Source: an optimization exercise on an open RTL-to-GDS flow (aim: small area and a short achievable clock period). Production flows keep margins and buffers that such runs may drop. No run shown here included a check of the RTL's function; only the layout flow was run. No activity file was given, so power comes from the tool's default toggle rates.

==> design/flow/design.v <==
`default_nettype none
module tile_alu (
	input  logic [3:0]              i_op,
	input  logic [16-1:0] i_a,
	input  logic [16-1:0] i_b,
	output logic [16-1:0] o_result
);
	logic [3:0] shamt;
	logic [16:0] diff;
	logic [16-1:0] prod;
	logic [16-1:0] prod_x;
	logic [16-1:0] prod_y;
	logic [7:0] bneg;
	logic [7:0] bone;
	logic [7:0] btwo;
	logic pp0_0;
	logic pp0_1;
	logic pp0_2;
	logic pp0_3;
	logic pp0_4;
	logic pp0_5;
	logic pp0_6;
	logic pp0_7;
	logic pp0_8;
	logic pp0_9;
	logic pp0_10;
	logic pp0_11;
	logic pp0_12;
	logic pp0_13;
	logic pp0_14;
	logic pp0_15;
	logic pp1_0;
	logic pp1_1;
	logic pp1_2;
	logic pp1_3;
	logic pp1_4;
	logic pp1_5;
	logic pp1_6;
	logic pp1_7;
	logic pp1_8;
	logic pp1_9;
	logic pp1_10;
	logic pp1_11;
	logic pp1_12;
	logic pp1_13;
	logic pp2_0;
	logic pp2_1;
	logic pp2_2;
	logic pp2_3;
	logic pp2_4;
	logic pp2_5;
	logic pp2_6;
	logic pp2_7;
	logic pp2_8;
	logic pp2_9;
	logic pp2_10;
	logic pp2_11;
	logic pp3_0;
	logic pp3_1;
	logic pp3_2;
	logic pp3_3;
	logic pp3_4;
	logic pp3_5;
	logic pp3_6;
	logic pp3_7;
	logic pp3_8;
	logic pp3_9;
	logic pp4_0;
	logic pp4_1;
	logic pp4_2;
	logic pp4_3;
	logic pp4_4;
	logic pp4_5;
	logic pp4_6;
	logic pp4_7;
	logic pp5_0;
	logic pp5_1;
	logic pp5_2;
	logic pp5_3;
	logic pp5_4;
	logic pp5_5;
	logic pp6_0;
	logic pp6_1;
	logic pp6_2;
	logic pp6_3;
	logic pp7_0;
	logic pp7_1;
	logic s0;
	logic c0;
	logic s1;
	logic c1;
	logic s2;
	logic c2;
	logic s3;
	logic c3;
	logic s4;
	logic c4;
	logic s5;
	logic c5;
	logic s6;
	logic c6;
	logic s7;
	logic c7;
	logic s8;
	logic c8;
	logic s9;
	logic c9;
	logic s10;
	logic c10;
	logic s11;
	logic c11;
	logic s12;
	logic c12;
	logic s13;
	logic c13;
	logic s14;
	logic c14;
	logic s15;
	logic c15;
	logic s16;
	logic c16;
	logic s17;
	logic c17;
	logic s18;
	logic c18;
	logic s19;
	logic c19;
	logic s20;
	logic c20;
	logic s21;
	logic c21;
	logic s22;
	logic c22;
	logic s23;
	logic c23;
	logic s24;
	logic c24;
	logic s25;
	logic c25;
	logic s26;
	logic c26;
	logic s27;
	logic c27;
	logic s28;
	logic c28;
	logic s29;
	logic c29;
	logic s30;
	logic c30;
	logic s31;
	logic c31;
	logic s32;
	logic c32;
	logic s33;
	logic c33;
	logic s34;
	logic c34;
	logic s35;
	logic c35;
	logic s36;
	logic c36;
	logic s37;
	logic c37;
	logic s38;
	logic c38;
	logic s39;
	logic c39;
	logic s40;
	logic c40;
	logic s41;
	logic c41;
	logic s42;
	logic c42;
	logic s43;
	logic c43;
	logic s44;
	logic c44;
	logic s45;
	logic c45;
	logic s46;
	logic c46;
	logic s47;
	logic c47;
	logic s48;
	logic c48;
	logic s49;
	logic c49;
	logic s50;
	logic c50;
	logic s51;
	logic c51;
	logic s52;
	logic c52;
	logic s53;
	logic c53;
	logic s54;
	logic c54;
	logic s55;
	logic c55;
	assign bneg[0] = i_b[1];
	assign bone[0] = i_b[0] ^ 1'b0;
	assign btwo[0] = (i_b[1] & ~i_b[0] & ~1'b0) | (~i_b[1] & i_b[0] & 1'b0);
	assign bneg[1] = i_b[3];
	assign bone[1] = i_b[2] ^ i_b[1];
	assign btwo[1] = (i_b[3] & ~i_b[2] & ~i_b[1]) | (~i_b[3] & i_b[2] & i_b[1]);
	assign bneg[2] = i_b[5];
	assign bone[2] = i_b[4] ^ i_b[3];
	assign btwo[2] = (i_b[5] & ~i_b[4] & ~i_b[3]) | (~i_b[5] & i_b[4] & i_b[3]);
	assign bneg[3] = i_b[7];
	assign bone[3] = i_b[6] ^ i_b[5];
	assign btwo[3] = (i_b[7] & ~i_b[6] & ~i_b[5]) | (~i_b[7] & i_b[6] & i_b[5]);
	assign bneg[4] = i_b[9];
	assign bone[4] = i_b[8] ^ i_b[7];
	assign btwo[4] = (i_b[9] & ~i_b[8] & ~i_b[7]) | (~i_b[9] & i_b[8] & i_b[7]);
	assign bneg[5] = i_b[11];
	assign bone[5] = i_b[10] ^ i_b[9];
	assign btwo[5] = (i_b[11] & ~i_b[10] & ~i_b[9]) | (~i_b[11] & i_b[10] & i_b[9]);
	assign bneg[6] = i_b[13];
	assign bone[6] = i_b[12] ^ i_b[11];
	assign btwo[6] = (i_b[13] & ~i_b[12] & ~i_b[11]) | (~i_b[13] & i_b[12] & i_b[11]);
	assign bneg[7] = i_b[15];
	assign bone[7] = i_b[14] ^ i_b[13];
	assign btwo[7] = (i_b[15] & ~i_b[14] & ~i_b[13]) | (~i_b[15] & i_b[14] & i_b[13]);
	assign pp0_0 = ((bone[0] & i_a[0]) | (btwo[0] & 1'b0)) ^ bneg[0];
	assign pp0_1 = ((bone[0] & i_a[1]) | (btwo[0] & i_a[0])) ^ bneg[0];
	assign pp0_2 = ((bone[0] & i_a[2]) | (btwo[0] & i_a[1])) ^ bneg[0];
	assign pp0_3 = ((bone[0] & i_a[3]) | (btwo[0] & i_a[2])) ^ bneg[0];
	assign pp0_4 = ((bone[0] & i_a[4]) | (btwo[0] & i_a[3])) ^ bneg[0];
	assign pp0_5 = ((bone[0] & i_a[5]) | (btwo[0] & i_a[4])) ^ bneg[0];
	assign pp0_6 = ((bone[0] & i_a[6]) | (btwo[0] & i_a[5])) ^ bneg[0];
	assign pp0_7 = ((bone[0] & i_a[7]) | (btwo[0] & i_a[6])) ^ bneg[0];
	assign pp0_8 = ((bone[0] & i_a[8]) | (btwo[0] & i_a[7])) ^ bneg[0];
	assign pp0_9 = ((bone[0] & i_a[9]) | (btwo[0] & i_a[8])) ^ bneg[0];
	assign pp0_10 = ((bone[0] & i_a[10]) | (btwo[0] & i_a[9])) ^ bneg[0];
	assign pp0_11 = ((bone[0] & i_a[11]) | (btwo[0] & i_a[10])) ^ bneg[0];
	assign pp0_12 = ((bone[0] & i_a[12]) | (btwo[0] & i_a[11])) ^ bneg[0];
	assign pp0_13 = ((bone[0] & i_a[13]) | (btwo[0] & i_a[12])) ^ bneg[0];
	assign pp0_14 = ((bone[0] & i_a[14]) | (btwo[0] & i_a[13])) ^ bneg[0];
	assign pp0_15 = ((bone[0] & i_a[15]) | (btwo[0] & i_a[14])) ^ bneg[0];
	assign pp1_0 = ((bone[1] & i_a[0]) | (btwo[1] & 1'b0)) ^ bneg[1];
	assign pp1_1 = ((bone[1] & i_a[1]) | (btwo[1] & i_a[0])) ^ bneg[1];
	assign pp1_2 = ((bone[1] & i_a[2]) | (btwo[1] & i_a[1])) ^ bneg[1];
	assign pp1_3 = ((bone[1] & i_a[3]) | (btwo[1] & i_a[2])) ^ bneg[1];
	assign pp1_4 = ((bone[1] & i_a[4]) | (btwo[1] & i_a[3])) ^ bneg[1];
	assign pp1_5 = ((bone[1] & i_a[5]) | (btwo[1] & i_a[4])) ^ bneg[1];
	assign pp1_6 = ((bone[1] & i_a[6]) | (btwo[1] & i_a[5])) ^ bneg[1];
	assign pp1_7 = ((bone[1] & i_a[7]) | (btwo[1] & i_a[6])) ^ bneg[1];
	assign pp1_8 = ((bone[1] & i_a[8]) | (btwo[1] & i_a[7])) ^ bneg[1];
	assign pp1_9 = ((bone[1] & i_a[9]) | (btwo[1] & i_a[8])) ^ bneg[1];
	assign pp1_10 = ((bone[1] & i_a[10]) | (btwo[1] & i_a[9])) ^ bneg[1];
	assign pp1_11 = ((bone[1] & i_a[11]) | (btwo[1] & i_a[10])) ^ bneg[1];
	assign pp1_12 = ((bone[1] & i_a[12]) | (btwo[1] & i_a[11])) ^ bneg[1];
	assign pp1_13 = ((bone[1] & i_a[13]) | (btwo[1] & i_a[12])) ^ bneg[1];
	assign pp2_0 = ((bone[2] & i_a[0]) | (btwo[2] & 1'b0)) ^ bneg[2];
	assign pp2_1 = ((bone[2] & i_a[1]) | (btwo[2] & i_a[0])) ^ bneg[2];
	assign pp2_2 = ((bone[2] & i_a[2]) | (btwo[2] & i_a[1])) ^ bneg[2];
	assign pp2_3 = ((bone[2] & i_a[3]) | (btwo[2] & i_a[2])) ^ bneg[2];
	assign pp2_4 = ((bone[2] & i_a[4]) | (btwo[2] & i_a[3])) ^ bneg[2];
	assign pp2_5 = ((bone[2] & i_a[5]) | (btwo[2] & i_a[4])) ^ bneg[2];
	assign pp2_6 = ((bone[2] & i_a[6]) | (btwo[2] & i_a[5])) ^ bneg[2];
	assign pp2_7 = ((bone[2] & i_a[7]) | (btwo[2] & i_a[6])) ^ bneg[2];
	assign pp2_8 = ((bone[2] & i_a[8]) | (btwo[2] & i_a[7])) ^ bneg[2];
	assign pp2_9 = ((bone[2] & i_a[9]) | (btwo[2] & i_a[8])) ^ bneg[2];
	assign pp2_10 = ((bone[2] & i_a[10]) | (btwo[2] & i_a[9])) ^ bneg[2];
	assign pp2_11 = ((bone[2] & i_a[11]) | (btwo[2] & i_a[10])) ^ bneg[2];
	assign pp3_0 = ((bone[3] & i_a[0]) | (btwo[3] & 1'b0)) ^ bneg[3];
	assign pp3_1 = ((bone[3] & i_a[1]) | (btwo[3] & i_a[0])) ^ bneg[3];
	assign pp3_2 = ((bone[3] & i_a[2]) | (btwo[3] & i_a[1])) ^ bneg[3];
	assign pp3_3 = ((bone[3] & i_a[3]) | (btwo[3] & i_a[2])) ^ bneg[3];
	assign pp3_4 = ((bone[3] & i_a[4]) | (btwo[3] & i_a[3])) ^ bneg[3];
	assign pp3_5 = ((bone[3] & i_a[5]) | (btwo[3] & i_a[4])) ^ bneg[3];
	assign pp3_6 = ((bone[3] & i_a[6]) | (btwo[3] & i_a[5])) ^ bneg[3];
	assign pp3_7 = ((bone[3] & i_a[7]) | (btwo[3] & i_a[6])) ^ bneg[3];
	assign pp3_8 = ((bone[3] & i_a[8]) | (btwo[3] & i_a[7])) ^ bneg[3];
	assign pp3_9 = ((bone[3] & i_a[9]) | (btwo[3] & i_a[8])) ^ bneg[3];
	assign pp4_0 = ((bone[4] & i_a[0]) | (btwo[4] & 1'b0)) ^ bneg[4];
	assign pp4_1 = ((bone[4] & i_a[1]) | (btwo[4] & i_a[0])) ^ bneg[4];
	assign pp4_2 = ((bone[4] & i_a[2]) | (btwo[4] & i_a[1])) ^ bneg[4];
	assign pp4_3 = ((bone[4] & i_a[3]) | (btwo[4] & i_a[2])) ^ bneg[4];
	assign pp4_4 = ((bone[4] & i_a[4]) | (btwo[4] & i_a[3])) ^ bneg[4];
	assign pp4_5 = ((bone[4] & i_a[5]) | (btwo[4] & i_a[4])) ^ bneg[4];
	assign pp4_6 = ((bone[4] & i_a[6]) | (btwo[4] & i_a[5])) ^ bneg[4];
	assign pp4_7 = ((bone[4] & i_a[7]) | (btwo[4] & i_a[6])) ^ bneg[4];
	assign pp5_0 = ((bone[5] & i_a[0]) | (btwo[5] & 1'b0)) ^ bneg[5];
	assign pp5_1 = ((bone[5] & i_a[1]) | (btwo[5] & i_a[0])) ^ bneg[5];
	assign pp5_2 = ((bone[5] & i_a[2]) | (btwo[5] & i_a[1])) ^ bneg[5];
	assign pp5_3 = ((bone[5] & i_a[3]) | (btwo[5] & i_a[2])) ^ bneg[5];
	assign pp5_4 = ((bone[5] & i_a[4]) | (btwo[5] & i_a[3])) ^ bneg[5];
	assign pp5_5 = ((bone[5] & i_a[5]) | (btwo[5] & i_a[4])) ^ bneg[5];
	assign pp6_0 = ((bone[6] & i_a[0]) | (btwo[6] & 1'b0)) ^ bneg[6];
	assign pp6_1 = ((bone[6] & i_a[1]) | (btwo[6] & i_a[0])) ^ bneg[6];
	assign pp6_2 = ((bone[6] & i_a[2]) | (btwo[6] & i_a[1])) ^ bneg[6];
	assign pp6_3 = ((bone[6] & i_a[3]) | (btwo[6] & i_a[2])) ^ bneg[6];
	assign pp7_0 = ((bone[7] & i_a[0]) | (btwo[7] & 1'b0)) ^ bneg[7];
	assign pp7_1 = ((bone[7] & i_a[1]) | (btwo[7] & i_a[0])) ^ bneg[7];
	assign s0 = bneg[5] ^ pp0_10;
	assign c0 = bneg[5] & pp0_10;
	assign s1 = pp0_11 ^ pp1_9;
	assign c1 = pp0_11 & pp1_9;
	assign s2 = bneg[6] ^ pp0_12 ^ pp1_10;
	assign c2 = (bneg[6] & pp0_12) | (bneg[6] & pp1_10) | (pp0_12 & pp1_10);
	assign s3 = pp2_8 ^ pp3_6;
	assign c3 = pp2_8 & pp3_6;
	assign s4 = pp0_13 ^ pp1_11 ^ pp2_9;
	assign c4 = (pp0_13 & pp1_11) | (pp0_13 & pp2_9) | (pp1_11 & pp2_9);
	assign s5 = pp3_7 ^ pp4_5;
	assign c5 = pp3_7 & pp4_5;
	assign s6 = bneg[7] ^ pp0_14 ^ pp1_12;
	assign c6 = (bneg[7] & pp0_14) | (bneg[7] & pp1_12) | (pp0_14 & pp1_12);
	assign s7 = pp2_10 ^ pp3_8 ^ pp4_6;
	assign c7 = (pp2_10 & pp3_8) | (pp2_10 & pp4_6) | (pp3_8 & pp4_6);
	assign s8 = pp5_4 ^ pp6_2;
	assign c8 = pp5_4 & pp6_2;
	assign s9 = pp0_15 ^ pp1_13 ^ pp2_11;
	assign c9 = (pp0_15 & pp1_13) | (pp0_15 & pp2_11) | (pp1_13 & pp2_11);
	assign s10 = pp3_9 ^ pp4_7 ^ pp5_5;
	assign c10 = (pp3_9 & pp4_7) | (pp3_9 & pp5_5) | (pp4_7 & pp5_5);
	assign s11 = pp6_3 ^ pp7_1;
	assign c11 = pp6_3 & pp7_1;
	assign s12 = bneg[3] ^ pp0_6;
	assign c12 = bneg[3] & pp0_6;
	assign s13 = pp0_7 ^ pp1_5;
	assign c13 = pp0_7 & pp1_5;
	assign s14 = bneg[4] ^ pp0_8 ^ pp1_6;
	assign c14 = (bneg[4] & pp0_8) | (bneg[4] & pp1_6) | (pp0_8 & pp1_6);
	assign s15 = pp2_4 ^ pp3_2;
	assign c15 = pp2_4 & pp3_2;
	assign s16 = pp0_9 ^ pp1_7 ^ pp2_5;
	assign c16 = (pp0_9 & pp1_7) | (pp0_9 & pp2_5) | (pp1_7 & pp2_5);
	assign s17 = pp3_3 ^ pp4_1;
	assign c17 = pp3_3 & pp4_1;
	assign s18 = pp1_8 ^ pp2_6 ^ pp3_4;
	assign c18 = (pp1_8 & pp2_6) | (pp1_8 & pp3_4) | (pp2_6 & pp3_4);
	assign s19 = pp4_2 ^ pp5_0 ^ s0;
	assign c19 = (pp4_2 & pp5_0) | (pp4_2 & s0) | (pp5_0 & s0);
	assign s20 = pp2_7 ^ pp3_5 ^ pp4_3;
	assign c20 = (pp2_7 & pp3_5) | (pp2_7 & pp4_3) | (pp3_5 & pp4_3);
	assign s21 = pp5_1 ^ c0 ^ s1;
	assign c21 = (pp5_1 & c0) | (pp5_1 & s1) | (c0 & s1);
	assign s22 = pp4_4 ^ pp5_2 ^ pp6_0;
	assign c22 = (pp4_4 & pp5_2) | (pp4_4 & pp6_0) | (pp5_2 & pp6_0);
	assign s23 = c1 ^ s3 ^ s2;
	assign c23 = (c1 & s3) | (c1 & s2) | (s3 & s2);
	assign s24 = pp5_3 ^ pp6_1 ^ c3;
	assign c24 = (pp5_3 & pp6_1) | (pp5_3 & c3) | (pp6_1 & c3);
	assign s25 = s5 ^ c2 ^ s4;
	assign c25 = (s5 & c2) | (s5 & s4) | (c2 & s4);
	assign s26 = pp7_0 ^ c5 ^ s8;
	assign c26 = (pp7_0 & c5) | (pp7_0 & s8) | (c5 & s8);
	assign s27 = c4 ^ s6 ^ s7;
	assign c27 = (c4 & s6) | (c4 & s7) | (s6 & s7);
	assign s28 = c8 ^ s11 ^ c6;
	assign c28 = (c8 & s11) | (c8 & c6) | (s11 & c6);
	assign s29 = c7 ^ s9 ^ s10;
	assign c29 = (c7 & s9) | (c7 & s10) | (s9 & s10);
	assign s30 = bneg[2] ^ pp0_4;
	assign c30 = bneg[2] & pp0_4;
	assign s31 = pp0_5 ^ pp1_3;
	assign c31 = pp0_5 & pp1_3;
	assign s32 = pp1_4 ^ pp2_2 ^ pp3_0;
	assign c32 = (pp1_4 & pp2_2) | (pp1_4 & pp3_0) | (pp2_2 & pp3_0);
	assign s33 = pp2_3 ^ pp3_1 ^ c12;
	assign c33 = (pp2_3 & pp3_1) | (pp2_3 & c12) | (pp3_1 & c12);
	assign s34 = pp4_0 ^ c13 ^ s15;
	assign c34 = (pp4_0 & c13) | (pp4_0 & s15) | (c13 & s15);
	assign s35 = c15 ^ s17 ^ c14;
	assign c35 = (c15 & s17) | (c15 & c14) | (s17 & c14);
	assign s36 = c17 ^ c16 ^ s18;
	assign c36 = (c17 & c16) | (c17 & s18) | (c16 & s18);
	assign s37 = c18 ^ s20 ^ c19;
	assign c37 = (c18 & s20) | (c18 & c19) | (s20 & c19);
	assign s38 = c20 ^ s22 ^ c21;
	assign c38 = (c20 & s22) | (c20 & c21) | (s22 & c21);
	assign s39 = c22 ^ s24 ^ c23;
	assign c39 = (c22 & s24) | (c22 & c23) | (s24 & c23);
	assign s40 = c24 ^ s26 ^ c25;
	assign c40 = (c24 & s26) | (c24 & c25) | (s26 & c25);
	assign s41 = c26 ^ c27 ^ s28;
	assign c41 = (c26 & c27) | (c26 & s28) | (c27 & s28);
	assign s42 = bneg[1] ^ pp0_2;
	assign c42 = bneg[1] & pp0_2;
	assign s43 = pp0_3 ^ pp1_1;
	assign c43 = pp0_3 & pp1_1;
	assign s44 = pp1_2 ^ pp2_0 ^ s30;
	assign c44 = (pp1_2 & pp2_0) | (pp1_2 & s30) | (pp2_0 & s30);
	assign s45 = pp2_1 ^ c30 ^ s31;
	assign c45 = (pp2_1 & c30) | (pp2_1 & s31) | (c30 & s31);
	assign s46 = c31 ^ s12 ^ s32;
	assign c46 = (c31 & s12) | (c31 & s32) | (s12 & s32);
	assign s47 = s13 ^ c32 ^ s33;
	assign c47 = (s13 & c32) | (s13 & s33) | (c32 & s33);
	assign s48 = s14 ^ c33 ^ s34;
	assign c48 = (s14 & c33) | (s14 & s34) | (c33 & s34);
	assign s49 = s16 ^ c34 ^ s35;
	assign c49 = (s16 & c34) | (s16 & s35) | (c34 & s35);
	assign s50 = s19 ^ c35 ^ s36;
	assign c50 = (s19 & c35) | (s19 & s36) | (c35 & s36);
	assign s51 = s21 ^ c36 ^ s37;
	assign c51 = (s21 & c36) | (s21 & s37) | (c36 & s37);
	assign s52 = s23 ^ c37 ^ s38;
	assign c52 = (s23 & c37) | (s23 & s38) | (c37 & s38);
	assign s53 = s25 ^ c38 ^ s39;
	assign c53 = (s25 & c38) | (s25 & s39) | (c38 & s39);
	assign s54 = s27 ^ c39 ^ s40;
	assign c54 = (s27 & c39) | (s27 & s40) | (c39 & s40);
	assign s55 = s29 ^ c40 ^ s41;
	assign c55 = (s29 & c40) | (s29 & s41) | (c40 & s41);
	assign prod_x = {c54, c53, c52, c51, c50, c49, c48, c47, c46, c45, c44, c43, c42, s42, pp0_1, bneg[0]};
	assign prod_y = {s55, s54, s53, s52, s51, s50, s49, s48, s47, s46, s45, s44, s43, pp1_0, 1'b0, pp0_0};
	assign prod = prod_x + prod_y;
	assign shamt = i_b[3:0];
	assign diff = {1'b0, i_a} - {1'b0, i_b};
	always_comb begin
		case (i_op)
			4'd1: o_result = i_a + i_b;
			4'd2: o_result = diff[16-1:0];
			4'd3: o_result = prod;
			4'd4: o_result = i_a & i_b;
			4'd5:  o_result = i_a | i_b;
			4'd6: o_result = i_a ^ i_b;
			4'd7: o_result = i_a << shamt;
			4'd8: o_result = i_a >> shamt;
			4'd9: o_result = i_a;
			4'd10:  o_result = {{(16-1){1'b0}}, diff[16]};
			default: o_result = '0;
		endcase
	end
endmodule
`default_nettype wire
`default_nettype none
module fetch_stage (
	input  logic                     clk,
	input  logic                     reset,
	input  logic                     i_run,
	input  logic                     i_cfg_req,
	input  logic [48-1:0]  i_cfg,
	output logic                     o_cfg_ack,
	input  logic                     i_loop_we,     
	input  logic [7:0]               i_loop,        
	output logic [41-1:0] o_word,
	output logic                     o_word_valid
);
	logic [41-1:0] cfg_mem [0:16-1];
	logic [4-1:0] pc;
	logic [4-1:0] loop_start;
	logic [4-1:0] loop_end;
	logic [4-1:0] cfg_addr;
	logic [44-1:0] cfg_word;
	logic [41-1:0] cfg_packed;
	logic cfg_write;
	assign cfg_addr = i_cfg[48-1:44];
	assign cfg_word = i_cfg[44-1:0];
	assign cfg_write = i_cfg_req && !o_cfg_ack;
	assign cfg_packed[40:37] = cfg_word[43:40];
	assign cfg_packed[36:34] = cfg_word[39:37];
	assign cfg_packed[33:31] = cfg_word[33:31];
	assign cfg_packed[30] = cfg_word[30];
	assign cfg_packed[29] = cfg_word[29];
	assign cfg_packed[28] = cfg_word[28];
	assign cfg_packed[27:16] = cfg_word[27:16];
	assign cfg_packed[12:0] = cfg_word[12:0];
	assign cfg_packed[15:13] = cfg_word[29] ? cfg_word[15:13] : cfg_word[36:34];
	always_ff @(posedge clk) begin
		if (reset) begin
			o_cfg_ack <= 1'b0;
		end else if (cfg_write) begin
			o_cfg_ack <= 1'b1;
		end else if (!i_cfg_req) begin
			o_cfg_ack <= 1'b0;
		end
	end
	always_ff @(posedge clk) begin
		if (cfg_write) begin
			cfg_mem[cfg_addr] <= cfg_packed;
		end
	end
	always_ff @(posedge clk) begin
		if (reset) begin
			pc <= '0;
			loop_start <= '0;
			loop_end <= 4'd15;
			o_word_valid <= 1'b0;
		end else if (i_run) begin
			if (pc == loop_end) begin
				pc <= loop_start;
			end else begin
				pc <= pc + 1'b1;
			end
			if (i_loop_we) begin
				loop_start <= i_loop[3:0];
				loop_end <= i_loop[7:4];
			end
			o_word_valid <= 1'b1;
		end
	end
	always_ff @(posedge clk) begin
		if (i_run) begin
			o_word <= cfg_mem[pc];
		end
	end
endmodule
`default_nettype wire
`default_nettype none
module operand_stage (
	input  logic                                      clk,
	input  logic                                      reset,
	input  logic                                      i_run,
	input  logic [41-1:0]                  i_word,
	input  logic                                      i_word_valid,
	input  logic [4*17-1:0]    i_flit_in,
	input  logic [17-1:0]                   i_treg,
	output logic [3:0]                                o_op,
	output logic [16-1:0]                   o_a,
	output logic [16-1:0]                   o_b,
	output logic                                      o_res_valid,    
	output logic                                      o_treg_we,      
	output logic                                      o_loop_we,      
	output logic [4-1:0]                 o_route_alu,
	output logic [4-1:0]                 o_route_treg,   
	output logic [4*17-1:0]    o_pass          
);
	logic [3:0] opcode;
	logic [3-1:0] src_a;
	logic [3-1:0] src_b;
	logic [3-1:0] src_p;
	logic use_imm;
	logic [16-1:0] imm;
	logic [4*3-1:0] route;
	logic a_valid;
	logic b_valid;
	logic [16-1:0] a_data;
	logic [16-1:0] b_data;
	logic [16-1:0] bsel_data;
	logic bsel_valid;
	logic [4:0] nz;
	logic p_valid;
	logic p_nz;
	logic pred_pass;
	logic a_ok;
	logic b_ok;
	logic fire;
	assign opcode = i_word[40:37];
	assign src_a = i_word[36:34];
	assign src_b = i_word[15:13];
	assign src_p = i_word[33:31];
	assign use_imm = i_word[29];
	assign imm = i_word[15:0];
	assign route = i_word[27:16];
	function automatic logic [17-1:0] pick_source(
		input logic [3-1:0]                   src,
		input logic [4*17-1:0]   flits,
		input logic [17-1:0]                  treg
	);
		logic [17-1:0] sel;
		sel = '0;
		if (!src[2]) begin
			sel = flits[src[1:0]*17 +: 17];
		end else if (src[1:0] == 2'd0) begin
			sel = treg;
		end
		pick_source = sel;
	endfunction
	always_comb begin
		{a_valid, a_data} = pick_source(src_a, i_flit_in, i_treg);
		{bsel_valid, bsel_data} = pick_source(src_b, i_flit_in, i_treg);
	end
	assign b_valid = use_imm || bsel_valid;
	assign b_data = (use_imm || opcode == 4'd11) ? imm : bsel_data;
	always_comb begin
		for (int d = 0; d < 4; d++) begin
			nz[d] = |i_flit_in[d*17 +: 16];
		end
		nz[4] = |i_treg[16-1:0];
		p_valid = 1'b0;
		p_nz = 1'b0;
		if (!src_p[2]) begin
			p_valid = i_flit_in[src_p[1:0]*17 + 16];
			p_nz = nz[src_p[1:0]];
		end else if (src_p[1:0] == 2'd0) begin
			p_valid = i_treg[16];
			p_nz = nz[4];
		end
	end
	assign pred_pass = (src_p == 3'd7) || (p_valid && (p_nz ^ i_word[30]));
	assign a_ok = (src_a == 3'd7) || a_valid;
	assign b_ok = (src_b == 3'd7 && !use_imm) || b_valid;
	always_comb begin
		case (opcode)
			4'd0, 4'd11: fire = 1'b0;
			4'd9: fire = pred_pass && (a_valid || b_valid);
			default: fire = pred_pass && a_ok && b_ok;
		endcase
	end
	always_ff @(posedge clk) begin
		if (reset) begin
			o_res_valid <= 1'b0;
			o_treg_we <= 1'b0;
			o_loop_we <= 1'b0;
			o_route_treg <= '0;
			for (int d = 0; d < 4; d++) begin
				o_pass[d*17 + 16] <= 1'b0;
			end
		end else if (i_run) begin
			o_res_valid <= i_word_valid && fire;
			o_treg_we <= i_word_valid && i_word[28];
			o_loop_we <= i_word_valid && opcode == 4'd11;
			for (int d = 0; d < 4; d++) begin
				o_route_treg[d] <= i_word_valid && route[3*d +: 3] == 3'd5;
				o_pass[d*17 + 16] <= i_word_valid && !route[3*d + 2] &&
					i_flit_in[route[3*d +: 2]*17 + 16];
			end
		end
	end
	always_ff @(posedge clk) begin
		if (i_run) begin
			o_op <= opcode;
			o_a <= (opcode == 4'd9 && !a_valid) ? b_data : a_data;
			o_b <= b_data;
			for (int d = 0; d < 4; d++) begin
				o_route_alu[d] <= route[3*d +: 3] == 3'd4;
				o_pass[d*17 +: 16] <=
					i_flit_in[route[3*d +: 2]*17 +: 16];
			end
		end
	end
endmodule
`default_nettype wire
`default_nettype none
module execute_stage (
	input  logic                                      clk,
	input  logic                                      reset,
	input  logic                                      i_run,
	input  logic                                      i_res_valid,
	input  logic                                      i_treg_we,
	input  logic [4-1:0]                 i_route_alu,
	input  logic [4-1:0]                 i_route_treg,
	input  logic [4*17-1:0]    i_pass,
	input  logic [16-1:0]                   i_result,
	output logic [17-1:0]                   o_treg,
	output logic [4*17-1:0]    o_flit_out
);
	logic [17-1:0] res_flit;
	assign res_flit = {i_res_valid, i_result};
	always_ff @(posedge clk) begin
		if (reset) begin
			o_treg[16] <= 1'b0;
			for (int d = 0; d < 4; d++) begin
				o_flit_out[d*17 + 16] <= 1'b0;
			end
		end else if (i_run) begin
			if (i_treg_we) begin
				o_treg[16] <= i_res_valid;
			end
			for (int d = 0; d < 4; d++) begin
				if (i_route_alu[d]) begin
					o_flit_out[d*17 + 16] <= i_res_valid;
				end else if (i_route_treg[d]) begin
					o_flit_out[d*17 + 16] <= o_treg[16];
				end else begin
					o_flit_out[d*17 + 16] <= i_pass[d*17 + 16];
				end
			end
		end
	end
	always_ff @(posedge clk) begin
		if (i_run) begin
			if (i_treg_we) begin
				o_treg[16-1:0] <= i_result;
			end
			for (int d = 0; d < 4; d++) begin
				if (i_route_alu[d]) begin
					o_flit_out[d*17 +: 16] <= i_result;
				end else if (i_route_treg[d]) begin
					o_flit_out[d*17 +: 16] <= o_treg[16-1:0];
				end else begin
					o_flit_out[d*17 +: 16] <= i_pass[d*17 +: 16];
				end
			end
		end
	end
endmodule
`default_nettype wire
`default_nettype none
module tile_top (
	input  logic                                      clk,
	input  logic                                      reset,
	input  logic                                      i_run,
	input  logic                                      i_cfg_req,
	input  logic [48-1:0]                   i_cfg,
	output logic                                      o_cfg_ack,
	input  logic [4*17-1:0]    i_flit_in,
	output logic [4*17-1:0]    o_flit_out
);
	logic [41-1:0] word;
	logic word_valid;
	logic [3:0] alu_op;
	logic [16-1:0] alu_a;
	logic [16-1:0] alu_b;
	logic [16-1:0] alu_result;
	logic res_valid;
	logic treg_we;
	logic loop_we;
	logic [4-1:0] route_alu;
	logic [4-1:0] route_treg;
	logic [4*17-1:0] pass;
	logic [17-1:0] treg;
	fetch_stage u_fetch (
		.clk          (clk),
		.reset        (reset),
		.i_run        (i_run),
		.i_cfg_req    (i_cfg_req),
		.i_cfg        (i_cfg),
		.o_cfg_ack    (o_cfg_ack),
		.i_loop_we    (loop_we),
		.i_loop       (alu_b[7:0]),
		.o_word       (word),
		.o_word_valid (word_valid)
	);
	operand_stage u_operand (
		.clk          (clk),
		.reset        (reset),
		.i_run        (i_run),
		.i_word       (word),
		.i_word_valid (word_valid),
		.i_flit_in    (i_flit_in),
		.i_treg       (treg),
		.o_op         (alu_op),
		.o_a          (alu_a),
		.o_b          (alu_b),
		.o_res_valid  (res_valid),
		.o_treg_we    (treg_we),
		.o_loop_we    (loop_we),
		.o_route_alu  (route_alu),
		.o_route_treg (route_treg),
		.o_pass       (pass)
	);
	tile_alu u_alu (
		.i_op     (alu_op),
		.i_a      (alu_a),
		.i_b      (alu_b),
		.o_result (alu_result)
	);
	execute_stage u_execute (
		.clk          (clk),
		.reset        (reset),
		.i_run        (i_run),
		.i_res_valid  (res_valid),
		.i_treg_we    (treg_we),
		.i_route_alu  (route_alu),
		.i_route_treg (route_treg),
		.i_pass       (pass),
		.i_result     (alu_result),
		.o_treg       (treg),
		.o_flit_out   (o_flit_out)
	);
endmodule
`default_nettype wire
==> design/flow/run.sh <==
#!/bin/bash
# synth_recipe.tcl (not shown) runs the flow's synth.tcl, then flattens the netlist and writes it again
# the make line also repeats each setting of config.mk as NAME=value (left out here)
make -C /OpenROAD-flow-scripts/flow DESIGN_CONFIG=/design/flow/config.mk WORK_HOME=/design/flow/orfs CLKGATE_MAP_FILE= SYNTH_SCRIPT=/design/flow/synth_recipe.tcl finish
==> design/flow/config.mk <==
export PLATFORM = sky130hd
export DESIGN_NAME = tile_top
export DESIGN_NICKNAME = tile_top
export VERILOG_FILES = /design/flow/design.v
export SDC_FILE = /design/flow/constraint.sdc
export NUM_CORES = 4
export LEC_CHECK = 0
export ABC_CLOCK_PERIOD_IN_PS = 3500
export CAP_MARGIN = 20
export CORE_MARGIN = 2
export CORE_UTILIZATION = 40
export SETUP_SLACK_MARGIN = 3.0
export SLEW_MARGIN = 20
==> design/flow/constraint.sdc <==
create_clock -name core_clock -period 7.0 [get_ports {clk}]
set_input_delay 1.4000 -clock core_clock [delete_from_list [all_inputs] [get_ports {clk}]]
set_output_delay 1.4000 -clock core_clock [all_outputs]
set_load 0.01 [all_outputs]
==> notes.md, run 1 <==
status: complete, no violations
Min Hold Slack: 461 ps
Final Worst Setup Slack: 2050 ps
hold bufs inserted after CTS: 0
Seq/Total Area, Yosys: 0.583
Hold Path Class: flip-flop to flip-flop
Die ar.: 0.119 mm^2
share of layout cells above drive strength 1: 0.240
design area: 0.0550 mm^2
Crit Path Class: flip-flop to flip-flop
FP Rows: 124
final hold violations: 0
Critical Path RT: 7360 ps
DRT iter0 DRCs: 3,568
Nets: 3,629
placed wire-length estimate: 89,800 um
RSZ-0062 raised after global routing: true
Max Cap Viol: 0
DRT Wirelength: 143,000 um
Root Buffer: clkbuf_16
synth warn: 4
Hold Path Depth: 2
DRC violations left: 0
cells on worst reg2reg path: 17
mean routed wirelength per cell: 28.8 um
number of enable flip-flop cells after synthesis: 881
Yosys top cell by area: edfxtp_1
global route overflow: 0
crit path buf inv count: 3
max layer used: met5
crit-path max cell delay: 550 ps
CP Launch Type: flip-flop
htree depth: 3
final core occ: 0.480
Core Area: 0.115 mm^2
Slew HR: 0.308
Synth async-reset ratio: 0
vias in the first global route: 29.6k
Layout Area Growth over Synthesis: 18.5%
Max Clk Rate: 202 MHz
Worst VDD drop: 0.000400 V
initial core utilization: 0.405
most area-consuming cells after synthesis: edfxtp_1, mux4_2, a21oi_1
mapped cell area: 0.0464 mm^2
M1 WL: 56,000 um
worst skew pair latency: 690 ps
delay-heaviest family, CP: adder cells
Hold EP: u_fetch.loop_start[0]$_SDFFE_PP0P_
Top FF cell, synth: edfxtp_1
Slew Limit Fails: 0
Syn Inst Count: 3,163
number of I/O pins: 189
Place WS: 1500 ps
Worst-Margin Slew: 1040 ps
gpl congestion: 0.966
leakage: 18.0 nW
Netlist cell types: 93
# fillers: 9,776
first-pass GRT wire length: 207,000 um
largest net degree at the start of global routing: 152
Post-Syn Area per Cell: 14.7 um^2
Max Root-Sink Buffers: 3
Pwr Density: 316 mW/mm^2
TritonCTS buffer count: 92
CP max FO: 5
Crit Reg-Reg Startpoint: u_operand.o_b[1]$_DFFE_PP_
GRT Util Overall: 0.238
area post-placement: 0.0503 mm^2
Critical Path Sink Type: flip-flop
CP max stage cell: fa_2
vias: 30.3k
Reg clk slew, reported paths: 80 ps
Die X: 345 um
r2r setup slk: 2050 ps
Mapped Nets: 3,413
CP Cell Sequence: buf_8 > inv_16 > maj3_2 > a221o_1 > fa_1 > fa_2 > fa_1 > fa_2 > inv_2 > ha_4 > nand3_4 > nor2_4 > o211ai_1 > nand2_1 > xor2_2 > a21oi_2 > a31oi_1
worst path arrival time: 5310 ps
clock skew: 54.4 ps
number of antenna violations at the first check in global routing: 17
R2R Path End: u_execute.o_flit_out[32]$_DFFE_PP_
fin crit period: 4950 ps
Setup violations, final: 0
DRT antenna net count: 0
Yosys reg bits: 911
Clock Sinks: 911
drt pass-1 iters: 6
port bufs: 188
met2 wire length: 69,600 um
setup_tns: 0 ps
CTS tree: yes
Via density: 6.11
Die H: 345 um
final worst-path cycle share: 0.707
HP Start: u_fetch.loop_start[0]$_SDFFE_PP0P_
share of the synthesized area in the top cell type: 0.570
routed wire length on met3: 11,600 um
what timing repair did:
action / CTS / global route
gates resized for setup: 104 / 72
buffers inserted: 76 / 20
endpoints found under the setup margin: 75 / 60
cloned: 7 / 2
pin swaps: 40 / 42
cells by family (layout without fill, tap and decap cells):
kind of cell             count (synthesis)  in the layout  share of synthesized area
flip-flops                             911            911                      0.583
AO/OA/AOI/OAI                          751            751                      0.106
AND/OR/NAND/NOR                        570            570                     0.0619
buffers and inverters                  375            659                     0.0318
multiplexers                           364            364                      0.164
adder cells (fa/ha/maj)                133            133                     0.0418
XOR/XNOR                                59             59                     0.0120
other                                    0             11                          0
report_power, final:
group | switching [mW] | internal, mW
clock network | 2.10 | 2.70
registers | 0.133 | 6.22
logic | 3.37 | 2.83
total | 5.60 | 11.7
per-stage QoR:
stage / total power [mW] / cells
after floorplan: 9.98 / 3163
after global placement: 11.4 / 4690
after detailed placement: 11.4 / 4691
after CTS: 16.9 / 4936
after global routing: 18.1 / 4965
final: 17.4 / 4970
area by class of cell:
| type | count | area, um^2 | area share |
|---|---|---|---|
| flip-flops and latches | 911 | 27100 | 0.492 |
| multi-input cells | 1877 | 18800 | 0.343 |
| repair buffers | 369 | 3700 | 0.0673 |
| clock buffers | 111 | 2380 | 0.0433 |
| well taps | 1512 | 1890 | 0.0344 |
| inverters | 126 | 537 | 0.00976 |
| clock inverters | 51 | 531 | 0.00965 |
| diodes | 11 | 27.5 | 0.000501 |
| repair inverters | 2 | 16.3 | 0.000296 |
placed cells by master, fill, tap and decap left out, drive strengths merged, types with 9 or more instances in the layout:
cell / instances
a211oi: 93
a21o: 9
a21oi: 249
a221oi: 31
a22oi: 38
a311oi: 9
a31oi: 25
and2: 14
buf: 177
clkbuf: 113
clkdlybuf4s50: 187
clkinv: 49
dfxtp: 30
diode: 11
edfxtp: 881
fa: 38
ha: 92
inv: 115
mux2: 11
mux2i: 38
mux4: 315
nand2: 119
nand2b: 29
nand3: 42
nor2: 158
nor2b: 70
nor3: 48
nor4: 22
o211ai: 33
o21ai: 127
o22ai: 36
o311a: 10
or3: 12
xnor2: 32
xor2: 24
sequential cells by signal, summed over array words and instances (netlist names), 4 cells and up:
register	count
u_operand.o_route_treg	4
u_operand.o_b	16
u_fetch.pc	4
u_operand.o_route_alu	4
u_fetch.o_word	41
u_execute.o_flit_out	68
u_operand.o_op	4
u_operand.o_pass	68
u_fetch.cfg_mem	656
u_execute.o_treg	17
u_fetch.loop_start	4
u_fetch.loop_end	4
u_operand.o_a	16
worst max path at each step:
stage          cells after the start                                 end                       start
2_1_floorplan                     21  u_execute.o_flit_out[14]$_DFFE_PP_  u_operand.o_b[1]$_DFFE_PP_
3_3_place_gp                      18  u_execute.o_flit_out[15]$_DFFE_PP_  u_operand.o_a[9]$_DFFE_PP_
3_5_place_dp                      18  u_execute.o_flit_out[49]$_DFFE_PP_  u_operand.o_a[9]$_DFFE_PP_
4_1_cts                           17  u_execute.o_flit_out[49]$_DFFE_PP_  u_operand.o_b[1]$_DFFE_PP_
5_1_grt                           20  u_execute.o_flit_out[14]$_DFFE_PP_  u_operand.o_b[9]$_DFFE_PP_
6_report                          17  u_execute.o_flit_out[32]$_DFFE_PP_  u_operand.o_b[1]$_DFFE_PP_
synth_stat cells (46+ instances only):
cell / instances
a21oi_1: 246
edfxtp_1: 881
mux4_2: 315
nor2b_1: 70
nand2_1: 119
clkbuf_1: 160
inv_1: 116
a211oi_1: 89
nor2_1: 158
nor3_1: 46
o21ai_0: 124
ha_1: 92
metal layers:
| layer | GRT usage | vias up |
|---|---|---|
| met5 | 0 | - |
| met4 | 0.0952 | 14 |
| met3 | 0.0389 | 310 |
| met2 | 0.392 | 1490 |
| met1 | 0.317 | 15447 |
| li1 | - | 13086 |
worst min-delay path, delay by kind of cell, from the launching register on:
family           cells  cell delay (ps)
flip-flops           1              310
AO/OA/AOI/OAI        1               50
AND/OR/NAND/NOR      1               50
==> run 2: changes to the inputs <==
==> design/flow/config.mk (replaced) <==
export PLATFORM = sky130hd
export DESIGN_NAME = tile_top
export DESIGN_NICKNAME = tile_top
export VERILOG_FILES = /design/flow/design.v
export SDC_FILE = /design/flow/constraint.sdc
export NUM_CORES = 4
export LEC_CHECK = 0
export CAP_MARGIN = 20
export CORE_MARGIN = 2
export CORE_UTILIZATION = 40
export SETUP_SLACK_MARGIN = 2.0
export SLEW_MARGIN = 20
==> notes.md, run 2 <==
worst skew pair latency: 660 ps (was 690 ps)
Reg with most FFs: u_fetch.cfg_mem (unchanged)
Core Area: 0.115 mm^2 (unchanged)
Clock Sinks: 911 (unchanged)
Place WS: 1120 ps (was 1500 ps)
area post-placement: 0.0501 mm^2 (was 0.0503 mm^2)
final worst-path cycle share: 0.729 (was 0.707)
drt pass-1 iters: 6 (unchanged)
Yosys reg bits: 911 (unchanged)
placed wire-length estimate: 89,400 um (was 89,800 um)
CP Launch Type: flip-flop (unchanged)
number of antenna violations at the first check in global routing: 19 (was 17)
CP max FO: 5 (unchanged)
Worst VDD drop: 0.000412 V (was 0.000400 V)
Final Worst Setup Slack: 1900 ps (was 2050 ps)
r2r setup slk: 1900 ps (was 2050 ps)
Die H: 345 um (unchanged)
global route overflow: 0 (unchanged)
commonest non-fill, non-tap cell in the layout: edfxtp_1 (unchanged)
Root Buffer: clkbuf_16 (unchanged)
number of I/O pins: 189 (unchanged)
worst path arrival time: 5460 ps (was 5310 ps)
commonest cells after routing, fill and taps aside: edfxtp_1, mux4_2, a21oi_1, clkdlybuf4s50_1, nor2_1 (was edfxtp_1, mux4_2, a21oi_1, clkdlybuf4s50_1, buf_4)
Max Cap Viol: 0 (unchanged)
htree depth: 3 (unchanged)
Max Clk Rate: 196 MHz (was 202 MHz)
CP Cell Sequence: buf_12 > clkinvlp_4 > buf_6 > maj3_2 > a221o_1 > fa_2 > inv_1 > fa_2 > fa_2 > fa_1 > ha_4 > nand3_2 > nor2_4 > o211ai_1 > nand2_1 > xor2_1 > a21oi_2 > a31oi_1 (was buf_8 > inv_16 > maj3_2 > a221o_1 > fa_1 > fa_2 > fa_1 > fa_2 > inv_2 > ha_4 > nand3_4 > nor2_4 > o211ai_1 > nand2_1 > xor2_2 > a21oi_2 > a31oi_1)
Crit Path Class: flip-flop to flip-flop (unchanged)
Largest regs: u_fetch.cfg_mem (656), u_execute.o_flit_out (68), u_operand.o_pass (68) (unchanged)
TritonCTS buffer count: 91 (was 92)
Layout Area Growth over Synthesis: 16.8% (was 18.5%)
number of enable flip-flop cells after synthesis: 881 (unchanged)
Slew HR: 0.191 (was 0.308)
Worst-Margin Slew: 1210 ps (was 1040 ps)
gpl congestion: 0.937 (was 0.966)
top-count cell post-synth: edfxtp_1 (unchanged)
Nets: 3,614 (was 3,629)
FP Rows: 124 (unchanged)
crit-path max cell delay: 550 ps (about the same)
final core occ: 0.473 (was 0.480)
Slew Limit Fails: 0 (unchanged)
Seq/Total Area, Yosys: 0.583 (unchanged)
Total Power: 16.6 mW (was 17.4 mW)
Pwr Density: 306 mW/mm^2 (was 316 mW/mm^2)
Inst Count DP: 4,700 (was 4,691)
DRT Wirelength: 143,000 um (about the same)
share of layout cells above drive strength 1: 0.216 (was 0.240)
Reg clk slew, reported paths: 60 ps (was 80 ps)
Synth async-reset ratio: 0 (unchanged)
Syn Inst Count: 3,163 (unchanged)
CTS tree: yes (unchanged)
Post-Syn Area per Cell: 14.7 um^2 (unchanged)
final cell count without fillers: 4,955 (was 4,970)
synth warn: 4 (unchanged)
Mapped Nets: 3,413 (unchanged)
most frequent CP cell: fa_2
Netlist cell types: 93 (unchanged)
CP max stage cell: fa_2 (unchanged)
largest net degree at the start of global routing: 133 (was 152)
Die X: 345 um (unchanged)
mean routed wirelength per cell: 28.8 um (about the same)
Yosys top cell by area: edfxtp_1 (unchanged)
Hold Path Class: flip-flop to flip-flop (unchanged)
max reg flops: 656 (unchanged)
initial core utilization: 0.405 (unchanged)
Top FF cell, synth: edfxtp_1 (unchanged)
Critical Path RT: 7350 ps (was 7360 ps)
RSZ-0062 raised after global routing: true (unchanged)
setup_tns: 0 ps (unchanged)
leakage: 17.8 nW (was 18.0 nW)
fin crit period: 5100 ps (was 4950 ps)
Critical Path Sink Type: flip-flop (unchanged)
vias in the first global route: 29.5k (was 29.6k)
DRC violations left: 0 (unchanged)
Setup violations, final: 0 (unchanged)
GRT Util Overall: 0.237 (was 0.238)
Via density: 6.15 (was 6.11)
first-pass GRT wire length: 206,000 um (was 207,000 um)
clock skew: 32.5 ps (was 54.4 ps)
Max Root-Sink Buffers: 3 (unchanged)
Die ar.: 0.119 mm^2 (unchanged)
Min Hold Slack: 465 ps (was 461 ps)
vias: 30.5k (was 30.3k)
final hold violations: 0 (unchanged)
DRT antenna net count: 0 (unchanged)
Post-synth top cells: edfxtp_1, mux4_2, a21oi_1 (unchanged)
share of the synthesized area in the top cell type: 0.570 (unchanged)
port bufs: 188 (unchanged)
DRT iter0 DRCs: 3,438 (was 3,568)
design area: 0.0542 mm^2 (was 0.0550 mm^2)
mapped cell area: 0.0464 mm^2 (unchanged)
# fillers: 9,897 (was 9,776)
status: complete, no violations (unchanged)
most area-consuming cells after synthesis: edfxtp_1, mux4_2, a21oi_1 (unchanged)
## run 2: cell types whose count changed in the layout (fill, tap and decap cells not counted), moves of 9 or more
cell,change
a21oi_1,+12
a21oi_2,-9
clkbuf_1,+9
inv_1,+9
nor2_1,+9
o21ai_0,+14
## run 2: cells by family after synthesis
family,count (synthesis),share of synthesized area
DFF,911,0.583
AOI/OAI and AO/OA,751,0.106
and+or+nand+nor,570,0.0619
buffers and inverters,375,0.0318
muxes,364,0.164
adders and majority gates,133,0.0418
xor gates and xnor gates,59,0.0120
## run 2: metal layers
metal  vias to the layer above  share of wire  global-route usage
met1                     15539           0.39               0.319
met2                      1495           0.48               0.389
met4                        22          0.044              0.0892
li1                      13064              -                   -
met5                         -        0.00093                   0
met3                       347          0.080              0.0386
## run 2: path summary, 6_finish.rpt
path         depth (start not counted)                                 end                                from
max                                 18  u_execute.o_flit_out[15]$_DFFE_PP_          u_operand.o_b[2]$_DFFE_PP_
min                                  2  u_fetch.loop_start[3]$_SDFFE_PP0P_  u_fetch.loop_start[3]$_SDFFE_PP0P_
max reg2reg                         18  u_execute.o_flit_out[15]$_DFFE_PP_          u_operand.o_b[2]$_DFFE_PP_
min reg2reg                          2  u_fetch.loop_start[3]$_SDFFE_PP0P_  u_fetch.loop_start[3]$_SDFFE_PP0P_
## run 2: final cells by class
class	instances	area, um^2	share of cell area
timing repair inverter	2	12.5	0.000231
clock buffer	122	2440	0.0451
multi-input combinational	1877	18300	0.338
tap	1512	1890	0.0349
sequential	911	27100	0.499
antenna	4	10.0	0.000185
inverter	126	510	0.00942
timing repair buffer	355	3450	0.0637
clock inverter	46	480	0.00887
## run 2: worst max-delay path, delay by kind of cell (launching register included)
kind                       cells  cell delay [ps]
and+or+nand+nor                3              420
adders and majority gates      6             2520
DFF                            1              370
AOI/OAI and AO/OA              4              890
buffers and inverters          4              510
xor gates and xnor gates       1              110
## run 2: what timing repair did
| action | CTS | global route |
|---|---|---|
| gates resized for setup | 52 | 43 |
| pin swaps | 21 | 32 |
| setup buffers | 54 | 23 |
| hold buffers | 0 | 0 |
| endpoints found under the setup margin | 50 | 42 |
| cloned | 5 | 1 |
## run 2: power breakdown
part	leakage (nW)	internal, mW	switching, mW
sequential	8.37	6.22	0.130
combinational	8.00	2.46	3.02
clock	1.41	2.70	2.07
total	17.8	11.4	5.21

static timing again, ports no longer ideal:
Ports are ideal in the flow. The routed layouts listed here were re-timed in OpenROAD. Step 1, drivers: a clkbuf_16 drives clk and a buf_2 each remaining input, both assumed. Step 2 moves the port delays by t, midway between the first and last clock arrival at a register: inputs arrive t later, outputs are due t later. That takes back most of the time a late clock gives input paths. Slacks: ideal / step 1 / step 2; pairs: ideal / step 1.
run	shift t [ns]	setup WS [ns]	clock arrival spread, ns	worst register clock-pin slew, ns
run 1	0.730	2.050 / 2.050 / 2.050	0.055 / 0.055	0.08 / 0.08
run 2	0.720	1.898 / 1.898 / 1.898	0.046 / 0.046	0.07 / 0.07
After both steps every run listed still meets setup and hold.
